Source: an optimization exercise on an open RTL-to-GDS flow (aim: small area and few clock cycles per item). Production flows keep margins and buffers that such runs may drop.
Function was checked by simulation only, so behaviour that the tests miss may differ from the original.

==> v32 <==
// air_quality_index_daily_summary
module air_quality_index_daily_summary #(
  parameter int PERIODS_PER_DAY = 6
) (
  input  logic                clk,
  input  logic                rst_n,
  input  logic                cfg_we,
  input  logic [1:0]          cfg_index,
  input  logic [13:0]         cfg_wdata,
  input  logic                in_valid,
  output logic                in_ready,
  input  logic [13:0]         in_pm25_tenths,
  input  logic [13:0]         in_co2_ppm,
  input  logic signed [10:0]  in_temperature_tenths,
  input  logic [9:0]          in_humidity_tenths,
  output logic                out_valid,
  input  logic                out_ready,
  output logic [8:0]          out_aqi_index,
  output logic [2:0]          out_aqi_level,
  output logic [1:0]          out_co2_level,
  output logic signed [11:0]  out_thi_tenths,
  output logic [1:0]          out_thi_level,
  output logic                out_day_done,
  output logic [8:0]          out_avg_aqi,
  output logic [13:0]         out_avg_co2,
  output logic signed [11:0]  out_avg_thi_tenths,
  output logic [2:0]          out_rec_aqi_level,
  output logic [1:0]          out_rec_co2_level,
  output logic [2:0]          out_rec_thi_level
);
Settings: LEC_CHECK=0, ABC_AREA=1, CAP_MARGIN=20, CORE_MARGIN=2, CORE_UTILIZATION=40, CTS_BUF_LIST=sky130_fd_sc_hd__clkbuf_8, SLEW_MARGIN=20, SYNTH_HIERARCHICAL=1, SYNTH_MINIMUM_KEEP_SIZE=0; clock period 11.0 ns.
standard.sh (not shown) runs the stock make flow with config.mk's settings and CLKGATE_MAP_FILE= SYNTH_SCRIPT=/design/flow/synth_recipe.tcl, a recipe that flattens the netlist after the stock synthesis.
==> flow/flow/run.sh <==
#!/bin/bash
# Layout flow: the standard flow (standard.sh), with the port buffers made of
# the smallest buffer cell (buf_1) instead of the resizer's default choice.
set -e
export BUFFER_PORTS_ARGS="-buffer_cell sky130_fd_sc_hd__buf_1"
bash standard.sh > standard.log 2>&1
==> v26: changes against v32 <==
==> flow/flow/run.sh (replaced) <==
#!/bin/bash
# Layout flow: the standard flow (standard.sh), with
#  - the port buffers made of the smallest buffer cell (buf_1) instead of the
#    resizer's default choice (a delay buffer), and
#  - clock tree synthesis with clkbuf_8 buffers and without dummy loads.
set -e
export BUFFER_PORTS_ARGS="-buffer_cell sky130_fd_sc_hd__buf_1"
export CTS_ARGS="-sink_clustering_enable -repair_clock_nets -buf_list sky130_fd_sc_hd__clkbuf_8 -dont_use_dummy_load"
bash standard.sh > standard.log 2>&1
--- a/flow/config.mk
+++ b/flow/config.mk
@@ -9,7 +9,6 @@
 export CAP_MARGIN = 20
 export CORE_MARGIN = 2
 export CORE_UTILIZATION = 40
-export CTS_BUF_LIST = sky130_fd_sc_hd__clkbuf_8
 export SLEW_MARGIN = 20
 export SYNTH_HIERARCHICAL = 1
 export SYNTH_MINIMUM_KEEP_SIZE = 0
==> comparison table <==
metric	v26	v32
Result of the run	no timing/DRC/antenna violations	no timing/DRC/antenna violations
Met3 wire len	2.92 mm	2.85 mm
Number of iterations in the first detailed-routing pass	6	5
Arrival time reported for the critical path endpoint	10.55 ns	10.62 ns
Global-route wire length before repair	86.6 mm	86.7 mm
Post-Route Skew	0.0309 ns	0.0148 ns
DR iter-0 viols	898	952
Clock buffer count	17	19
Final period demand of the worst path	10.35 ns	10.38 ns
Vias in the first global route	16800	16800
Seq/total area	0.186	0.185
Via total after detailed routing	15900	15900
Routed wirelength normalized by instance count	16.7 um	16.6 um
Worst hold-check slack	0.457 ns	0.464 ns
Final clock-cell share	0.0104	0.0191
Testbench counts of v32, summed over its fixed seeds: cycles 24,016, items 24,000.
Testbench counts of v26, summed over its fixed seeds: cycles 24,016, items 24,000.

==> v24: inputs <==
Another version of the RTL of air_quality_index_daily_summary (not shown whole).
Design air_quality_index_daily_summary, start of the top module:
module air_quality_index_daily_summary #(
  parameter int PERIODS_PER_DAY = 6
) (
  input  logic                clk,
  input  logic                rst_n,
  input  logic                cfg_we,
  input  logic [1:0]          cfg_index,
  input  logic [13:0]         cfg_wdata,
  input  logic                in_valid,
  output logic                in_ready,
  input  logic [13:0]         in_pm25_tenths,
  input  logic [13:0]         in_co2_ppm,
  input  logic signed [10:0]  in_temperature_tenths,
  input  logic [9:0]          in_humidity_tenths,
  output logic                out_valid,
  input  logic                out_ready,
  output logic [8:0]          out_aqi_index,
  output logic [2:0]          out_aqi_level,
  output logic [1:0]          out_co2_level,
  output logic signed [11:0]  out_thi_tenths,
  output logic [1:0]          out_thi_level,
  output logic                out_day_done,
  output logic [8:0]          out_avg_aqi,
  output logic [13:0]         out_avg_co2,
  output logic signed [11:0]  out_avg_thi_tenths,
  output logic [2:0]          out_rec_aqi_level,
  output logic [1:0]          out_rec_co2_level,
  output logic [2:0]          out_rec_thi_level
);
Settings: LEC_CHECK=0, ABC_AREA=1, CAP_MARGIN=20, CORE_MARGIN=2, CORE_UTILIZATION=40, CTS_BUF_LIST=sky130_fd_sc_hd__clkbuf_8, SLEW_MARGIN=20, SYNTH_HIERARCHICAL=1, SYNTH_MINIMUM_KEEP_SIZE=0; clock period 11.0 ns.
run.sh (not shown) runs the stock make flow with config.mk's settings and CLKGATE_MAP_FILE= SYNTH_SCRIPT=/design/flow/synth_recipe.tcl, a recipe that flattens the netlist after the stock synthesis.
Stock flow here: none of the scripts above is used.
==> v16 (differences from v24) <==
--- a/flow/config.mk
+++ b/flow/config.mk
@@ -9,6 +9,5 @@
 export CAP_MARGIN = 20
 export CORE_MARGIN = 2
-export CORE_UTILIZATION = 40
-export CTS_BUF_LIST = sky130_fd_sc_hd__clkbuf_8
+export CORE_UTILIZATION = 65
 export SLEW_MARGIN = 20
 export SYNTH_HIERARCHICAL = 1
==> v10 (differences from v24) <==
==> flow/flow/run.sh (new file) <==
#!/bin/bash
# Layout flow: the standard flow, with the port buffers made of the smallest
# buffer cell (buf_1) instead of the resizer's default choice.
set -e
export BUFFER_PORTS_ARGS="-buffer_cell sky130_fd_sc_hd__buf_1"
bash standard.sh > standard.log 2>&1
==> flow/standard.sh (new file) <==
#!/bin/bash
# synth_recipe.tcl (not shown) runs the flow's synth.tcl, then flattens the netlist and writes it again
# the make line also repeats each setting of config.mk as NAME=value (left out here)
make -C /OpenROAD-flow-scripts/flow DESIGN_CONFIG=/design/flow/config.mk WORK_HOME=/design/flow/orfs CLKGATE_MAP_FILE= SYNTH_SCRIPT=/design/flow/synth_recipe.tcl "${@:-finish}"
--- a/flow/config.mk
+++ b/flow/config.mk
@@ -10,5 +10,4 @@
 export CORE_MARGIN = 2
 export CORE_UTILIZATION = 40
-export CTS_BUF_LIST = sky130_fd_sc_hd__clkbuf_8
 export SLEW_MARGIN = 20
 export SYNTH_HIERARCHICAL = 1
removed: flow/run.sh
==> summary of the runs <==
- v24 passed the timing, DRC and antenna checks. v16 finished with timing, DRC and antenna clean. v10 ran to the end with no violations.
- The lowest global-route usage belongs to v10, the highest to v16.
- Utilization, highest first: v16, v24, v10.
Testbench counts of v24, summed over its fixed seeds: cycles 24,016, items 24,000.
Testbench counts of v16, summed over its fixed seeds: cycles 24,016, items 24,000.
Testbench counts of v10, summed over its fixed seeds: cycles 24,016, items 24,000.

port drivers added, routing unchanged:
In the flow no input, the clock included, has a driving cell. The finished layouts below were timed again as built, in two steps.
Step 1 (the two cells are an assumption about what drives the block):
set clk [get_ports {clk}]
set_driving_cell -lib_cell sky130_fd_sc_hd__clkbuf_16 $clk
set_driving_cell -lib_cell sky130_fd_sc_hd__buf_2 [delete_from_list [all_inputs] $clk]
Step 2 adds t to the input delays and takes it off the output delays; t is the mean of the earliest and latest rising clock arrival at the registers after step 1. Input paths then give back, and output paths get back, about the clock's delay inside the block.
Slacks: ideal / step 1 / step 2; pairs: ideal / step 1.
| run | t (ns) | setup slack, ns | worst setup path at the end |
|---|---|---|---|
| v32 | 0.534 | 0.615 / 0.615 / 0.615 | register to register |
| v26 | 0.520 | 0.646 / 0.646 / 0.646 | register to register |
| v24 | 0.582 | 0.452 / 0.452 / 0.452 | register to register |
| v16 | 0.490 | 0.341 / 0.341 / 0.341 | register to register |
| v10 | 0.512 | 0.390 / 0.390 / 0.390 | register to register |
After both steps setup and hold are still met in every run listed.
